Context: an optimization exercise on an open-source flow, tuned for a short achievable clock period and few clock cycles. The choices shown serve that exercise and are no tape-out recipe.
Only simulation tests tie the RTL to the original design; equivalence was not proved.

==> v1 <==
Design chol_update_top, start of the top module:
module chol_update_top (
  input  logic                    clk,
  input  logic                    rst,
  input  logic                    start,
  input  chol_mem_pkg::em_idx_t   row_k,
  input  chol_types_pkg::sample_t u_sample,
  input  chol_types_pkg::sample_t vec_sample,
  input  logic                    sample_valid,
  input  logic                    rd_req,
  input  chol_mem_pkg::em_idx_t   rd_row,
  input  chol_mem_pkg::em_idx_t   rd_col,
  output logic                    band_req,
  output chol_mem_pkg::em_idx_t   band_col,
  output logic [$clog2(8)-1:0]      band_idx,
  output chol_types_pkg::word_t   rd_data,
  output logic                    rd_valid,
  output logic                    busy,
  output logic                    done
);
  logic        run_accept;
  logic [1:0]  run_row;
  logic        g_push;
  logic [1:0]  g_k;
  logic [1:0]  g_j;
  logic [31:0] g_val;
  logic        g_pop;
  gram_accumulator u_gram (
    .clk, .rst, .start, .row_k, .u_sample, .vec_sample, .sample_valid,
    .g_pop, .band_req, .band_col, .band_idx, .busy, .done,
    .run_accept, .run_row, .g_push, .g_k, .g_j, .g_val
  );
  row_solver u_solver (
    .clk, .rst, .run_accept, .run_row, .g_push, .g_k, .g_j, .g_val, .g_pop,
    .rd_req, .rd_row, .rd_col, .rd_data, .rd_valid
  );
endmodule
clock: 12.0 ns
lec_check: 0
abc_clock_period_in_ps: 3000
cap_margin: 20
core_margin: 2
core_utilization: 60
place_density: 0.72
slew_margin: 20
standard.sh (not shown) runs the stock make flow with config.mk's settings and CLKGATE_MAP_FILE= SYNTH_SCRIPT=/design/flow/synth_recipe.tcl, a recipe that flattens the netlist after the stock synthesis.
==> flow/flow/run.sh <==
#!/bin/bash
set -euo pipefail
MARGIN=${SETUP_MARGIN_NS:-8.3}
bash standard.sh SETUP_SLACK_MARGIN=$MARGIN finish 2>&1 | tee standard_flow.log
==> inputs of v35, as changes to v1 <==
Settings changed: CORE_UTILIZATION 60 to 40, PLACE_DENSITY 0.72 to not set.
==> inputs of v34, as changes to v1 <==
--- a/flow/design.v
+++ b/flow/design.v
@@ -34,163 +34,170 @@
   input  logic [23:0]       d,
   input  logic [2:0]        c,
   output logic              busy,
   output logic              mag_v,
   output logic              done,
   output logic [31:0]       q
 );
-  logic [31:0]      ar;
   logic [31:0]      arp;
   logic [31:0]      arn;
   logic             negr;
   logic [2:0]       cr;
+  logic [4:0]       cm;
   logic [23:0]      dr;
-  logic [27:0]      dmr [1:15];
+  logic [26:0]      dmr [1:7];
   logic             align;
   logic             run;
   logic             fix;
-  logic [3:0]       cnt;
+  logic [4:0]       cnt;
   logic [23:0]      rem;
   logic [47:0]      xs;
-  logic [7:0]  nzp;
-  logic [7:0]  nzn;
-  logic [3:0]  z4p;
-  logic [3:0]  z4n;
-  logic [3:0]  z4;
-  logic [31:0] ash;
+  logic [47:0] xp;
+  logic [47:0] xn;
+  logic [15:0] nzp;
+  logic [15:0] nzn;
+  logic [4:0]  zdp;
+  logic [4:0]  zdn;
+  logic [4:0]  zd;
+  logic [71:0] xcp;
+  logic [71:0] xcn;
+  logic [71:0] xc;
   logic [71:0] xw;
-  logic [4:0]  skip;
-  logic [3:0]  nd;
-  assign ar = negr ? arn : arp;
+  logic [5:0]  cnt6;
+  logic [15:0] ldp;
+  logic [15:0] ldn;
+  logic [15:0] ld;
   always_comb begin
-    for (int i = 0; i < 8; i++) begin
-      nzp[i] = |arp[4 * i +: 4];
-      nzn[i] = |arn[4 * i +: 4];
+    xp = {arp, 16'd0};
+    xn = {arn, 16'd0};
+    for (int i = 0; i < 16; i++) begin
+      nzp[i] = |xp[3 * i +: 3];
+      nzn[i] = |xn[3 * i +: 3];
     end
-    z4p = 4'd8;
-    z4n = 4'd8;
-    for (int i = 0; i < 8; i++) begin
-      if (nzp[i]) z4p = 4'(7 - i);
-      if (nzn[i]) z4n = 4'(7 - i);
+    zdp = 5'd16;
+    zdn = 5'd16;
+    for (int i = 0; i < 16; i++) begin
+      if (nzp[i]) zdp = 5'(15 - i);
+      if (nzn[i]) zdn = 5'(15 - i);
     end
-    z4 = negr ? z4n : z4p;
-    ash  = ar << (4 * z4);
-    xw   = {24'd0, ash, 16'd0} << (4 * cr);
-    skip = {1'b0, z4} + {2'b00, cr};
-    nd   = (skip >= 5'd12) ? 4'd0 : 4'(5'd12 - skip);
+    for (int i = 0; i < 16; i++) begin
+      ldp[i] = nzp[i] && ((i == 15) ? 1'b1 : (nzp >> (i + 1)) == 16'd0);
+      ldn[i] = nzn[i] && ((i == 15) ? 1'b1 : (nzn >> (i + 1)) == 16'd0);
+    end
+    zd   = negr ? zdn : zdp;
+    ld   = negr ? ldn : ldp;
+    xcp  = {24'd0, xp} << (3 * cr);
+    xcn  = {24'd0, xn} << (3 * cr);
+    xc   = negr ? xcn : xcp;
+    xw   = '0;
+    for (int i = 0; i < 16; i++) xw = xw | ({72{ld[i]}} & (xc << (3 * (15 - i))));
+    cnt6 = {1'b0, cm} - {1'b0, zd};   
   end
-  logic [27:0] dmul [1:15];
-  function automatic logic [27:0] add3(input logic [27:0] x, input logic [27:0] y,
-                                       input logic [27:0] z);
-    logic [27:0] u;
-    logic [27:0] v;
-    u = x ^ y ^ z;
-    v = (x & y) | (x & z) | (y & z);
-    add3 = u + {v[26:0], 1'b0};
-  endfunction
+  logic [26:0] dmul [1:7];
+  logic [26:0] r1;
+  logic [26:0] m3;
+  logic [26:0] m5;
+  logic [26:0] m6;
+  logic [26:0] m7;
+  logic [4:0]  mco;
+  assign r1 = {3'd0, dr};
+  ks_add #(.W(27)) u_m3 (.a(r1 << 1), .b(r1),        .cin(1'b0), .sum(m3), .cout(mco[0]));
+  ks_add #(.W(27)) u_m5 (.a(r1 << 2), .b(r1),        .cin(1'b0), .sum(m5), .cout(mco[1]));
+  ks_add #(.W(27)) u_m6 (.a(r1 << 2), .b(r1 << 1),   .cin(1'b0), .sum(m6), .cout(mco[2]));
+  ks_add #(.W(27)) u_m7 (.a(r1 << 3), .b(~r1),       .cin(1'b1), .sum(m7), .cout(mco[3]));
   always_comb begin
-    logic [27:0] r1;
-    r1 = {4'd0, dr};
-    dmul[1]  = r1;
-    dmul[2]  = r1 << 1;
-    dmul[3]  = (r1 << 1) + r1;
-    dmul[4]  = r1 << 2;
-    dmul[5]  = (r1 << 2) + r1;
-    dmul[6]  = (r1 << 2) + (r1 << 1);
-    dmul[7]  = (r1 << 3) - r1;
-    dmul[8]  = r1 << 3;
-    dmul[9]  = (r1 << 3) + r1;
-    dmul[10] = (r1 << 3) + (r1 << 1);
-    dmul[11] = add3(r1 << 3, r1 << 1, r1);
-    dmul[12] = (r1 << 3) + (r1 << 2);
-    dmul[13] = add3(r1 << 3, r1 << 2, r1);
-    dmul[14] = (r1 << 4) - (r1 << 1);
-    dmul[15] = (r1 << 4) - r1;
+    dmul[1] = r1;
+    dmul[2] = r1 << 1;
+    dmul[3] = m3;
+    dmul[4] = r1 << 2;
+    dmul[5] = m5;
+    dmul[6] = m6;
+    dmul[7] = m7;
   end
-  logic [27:0] t;
-  logic [28:0] tm [16];
-  logic [15:0] ge;
-  logic [15:0] sel;
+  logic [26:0] t;
+  logic [27:0] tm [8];
+  logic [7:0]  ge;
+  logic [7:0]  sel;
   logic [23:0] rem_n;
-  logic [3:0]  dig;
-  assign t = {rem, xs[47:44]};
-  logic [15:1][28:0] tk;
-  logic [15:1]       tco;
-  for (genvar m = 1; m < 16; m++) begin : g_trial
-    ks_add #(.W(29)) u_sub (.a({1'b0, t}), .b(~{1'b0, dmr[m]}), .cin(1'b1), .sum(tk[m]), .cout(tco[m]));
+  logic [2:0]  dig;
+  assign t = {rem, xs[47:45]};
+  logic [7:1][27:0] tk;
+  logic [7:1]       tco;
+  for (genvar m = 1; m < 8; m++) begin : g_trial
+    ks_add #(.W(28)) u_sub (.a({1'b0, t}), .b(~{1'b0, dmr[m]}), .cin(1'b1), .sum(tk[m]), .cout(tco[m]));
   end
   always_comb begin
     tm[0] = {1'b0, t};
     ge[0] = 1'b1;
-    for (int m = 1; m < 16; m++) begin
+    for (int m = 1; m < 8; m++) begin
       tm[m] = tk[m];
-      ge[m] = !tm[m][28];
+      ge[m] = !tm[m][27];
     end
-    for (int m = 0; m < 16; m++) sel[m] = ge[m] && ((m == 15) ? 1'b1 : !ge[(m + 1) % 16]);
+    for (int m = 0; m < 8; m++) sel[m] = ge[m] && ((m == 7) ? 1'b1 : !ge[(m + 1) % 8]);
     rem_n = '0;
     dig   = '0;
-    for (int m = 0; m < 16; m++) begin
+    for (int m = 0; m < 8; m++) begin
       rem_n = rem_n | ({24{sel[m]}} & tm[m][23:0]);
-      dig   = dig | ({4{sel[m]}} & 4'(m));
+      dig   = dig | ({3{sel[m]}} & 3'(m));
     end
   end
   assign mag_v = fix;
   logic [31:0] q_neg;
-  logic        qco;
-  ks_add #(.W(32)) u_qneg (.a(~q), .b(32'd0), .cin(1'b1), .sum(q_neg), .cout(qco));
+  ks_add #(.W(32)) u_qneg (.a(~q), .b(32'd0), .cin(1'b1), .sum(q_neg), .cout(mco[4]));
   always_ff @(posedge clk) begin
     if (rst) begin
       busy  <= 1'b0;
       done  <= 1'b0;
       align <= 1'b0;
       run   <= 1'b0;
       fix   <= 1'b0;
       cnt   <= '0;
     end else begin
       done  <= fix;
       align <= go;
       fix   <= 1'b0;
       if (go) busy <= 1'b1;
       if (align) begin
-        if (nd == 4'd0) begin
+        if (cnt6[5]) begin
           fix <= 1'b1;
         end else begin
           run <= 1'b1;
-          cnt <= nd - 4'd1;
+          cnt <= cnt6[4:0];
         end
       end
       if (run) begin
-        cnt <= cnt - 4'd1;
-        if (cnt == 4'd0) begin
+        cnt <= cnt - 5'd1;
+        if (cnt == 5'd0) begin
           run <= 1'b0;
           fix <= 1'b1;
         end
       end
       if (fix) busy <= 1'b0;
     end
   end
   always_ff @(posedge clk) begin
+    rem <= align ? xw[71:48] : rem_n;
+    xs  <= align ? xw[47:0] : {xs[44:0], 3'd0};
+  end
+  always_ff @(posedge clk) begin
     arp <= a_p;
     arn <= a_n;
     cr  <= c;
+    cm  <= 5'd15 - {2'b00, c};
     dr  <= d;
   end
   always_ff @(posedge clk) begin
     if (go) begin
       negr <= neg;
     end
     if (align) begin
-      for (int m = 1; m < 16; m++) dmr[m] <= dmul[m];
-      rem <= xw[71:48];
-      xs  <= xw[47:0];
+      for (int m = 1; m < 8; m++) dmr[m] <= dmul[m];
       q   <= '0;
     end else if (run) begin
-      rem <= rem_n;
-      xs  <= {xs[43:0], 4'd0};
-      q   <= {q[27:0], dig};
+      q   <= {q[28:0], dig};
     end else if (fix) begin
       q <= negr ? q_neg : q;
     end
   end
 endmodule
 `default_nettype wire
 `timescale 1ns/1ps
@@ -3207,18 +3214,19 @@
     end
   end
   assign g_pop     = h_ready;
   assign div_go    = p_div;
   assign div_neg   = diff[31];
   assign div_d     = l_m[h_j][h_j][23:0];
   always_comb begin
-    logic [4:0]  blen;
-    blen = '0;
-    for (int i = 0; i < 24; i++) if (div_d[i]) blen = 5'(i + 1);
-    div_c = (blen == 5'd0) ? 3'd0 : 3'((blen - 5'd1) >> 2);
+    logic [7:1] th;
+    for (int i = 1; i < 8; i++) th[i] = |(div_d >> (3 * i));
+    div_c[2] = th[4];
+    div_c[1] = th[6] | (th[2] & !th[4]);
+    div_c[0] = th[7] | (th[5] & !th[6]) | (th[3] & !th[4]) | (th[1] & !th[2]);
   end
   always_ff @(posedge clk) begin
     if (rst) begin
       waitq  <= 1'b0;
       sq_go  <= 1'b0;
       p_div  <= 1'b0;
       p_sq   <= 1'b0;
Settings changed: CORE_UTILIZATION 60 to 40, PLACE_DENSITY 0.72 to not set.
==> comparison <==
- v1 finished but fails on capacitance limit, slew limit. v35 completed without violations. v34 finished clean.
- Final area: v34 is smaller than v35 (7.8%).
- Against v35, the global-route usage of v1 is higher by 15 points.
- Against v1, the die area of v34 is larger by about 40%.
- Clock-buffer cell count, highest first: v35, v34, v1.
- Between v34 and v35, the lower sequential cell count is in v34 (gap 97).
- Via count: v34 < v35 < v1.
- Worst hold slack: v34 > v1 > v35.
- The highest sequential share of layout area belongs to v34, the lowest to v35.
- Clock skew, highest first: v1, v35, v34.
==> figures <==
| item | v1 | v34 | v35 |
|---|---|---|---|
| Weighted congestion reported at the end of routability-driven placement | 1.01 | 0.908 | 0.949 |
| Share of the core filled with cells | 70.3% | 46.0% | 46.9% |
| Status | complete, but fails checks | complete, no violations | complete, no violations |
| Reasons for failing layout checks | capacitance limit, slew limit | - | - |
| Post-synthesis mux area share | 5.35% | 7.18% | 5.35% |
| CORE AREA | 347000 um2 | 489000 um2 | 521000 um2 |
| End of the worst register-to-register path | u_solver.q_g[45]$_DFFE_PP_ | u_solver.u_div.rem[20]$_DFF_P_ | u_solver.u_div.rem[9]$_DFFE_PP_ |
| Sequential share of cell area | 29.5% | 30.3% | 29.4% |
| Area taken by flip-flops and latches | 71800 um2 | 68300 um2 | 71800 um2 |
| Max-cap violation count | 1 | 0 | 0 |
| Final-layout fill cell count | 25100 | 45100 | 48200 |
| Crit path kind | reg2reg | reg2out | reg2reg |
| Met1 track demand over resource in global routing | 52.3% | 37.2% | 38.5% |
| DP Area | 215000 um2 | 203000 um2 | 218000 um2 |
| Max Fclk | 0.227 GHz | 0.248 GHz | 0.234 GHz |
| Setup slack of the most critical reg-to-reg path | 7600 ps | 8030 ps | 7730 ps |
| Net count after synthesis | 23500 | 21600 | 23500 |
| Sinks on the clock net | 3027 | 2930 | 3027 |
| Total number of nets in the final design | 23700 | 21300 | 23600 |
| Cell depth of the worst flop-to-flop path | 12 | 14 | 16 |
| Endpoint class of the critical path | flop | output port | flop |
| Count of state elements after synthesis | 3027 | 2930 | 3027 |
Testbench counts of v1, summed over its fixed seeds: cycles 5,425.
Testbench counts of v35, summed over its fixed seeds: cycles 5,425.
Testbench counts of v34, summed over its fixed seeds: cycles 5,573.

## re-timing with driven ports
Ports are ideal in the flow. The routed layouts listed here were re-timed in OpenROAD. Step 1 (the two cells are an assumption about what drives the block):
set clk [get_ports {clk}]
set_driving_cell -lib_cell sky130_fd_sc_hd__clkbuf_16 $clk
set_driving_cell -lib_cell sky130_fd_sc_hd__buf_2 [delete_from_list [all_inputs] $clk]
Step 2, shift: input delay + t, output delay - t, t = (earliest + latest rising clock arrival at the registers) / 2. This alone moves slack from input paths to output paths. Slacks: no drivers / after step 1 / after step 2; pairs: no drivers / after step 1.
run | t (ns) | setup WS [ns] | worst hold slack (ns) | clock arrival spread, ns | worst register clock-pin slew, ns
v1 | 1.087 | 7.602 / 7.602 / 7.348 | 0.306 / 0.306 / 0.306 | 0.127 / 0.127 | 0.07 / 0.07
v35 | 1.145 | 7.726 / 7.726 / 7.359 | 0.291 / 0.291 / 0.291 | 0.125 / 0.124 | 0.07 / 0.07
v34 | 1.126 | 7.963 / 7.833 / 7.289 | 0.320 / 0.320 / 0.320 | 0.111 / 0.112 | 0.07 / 0.07
The setup slack of v34, which loses most, moves by -0.130 ns with the drivers and by -0.674 ns with both steps.
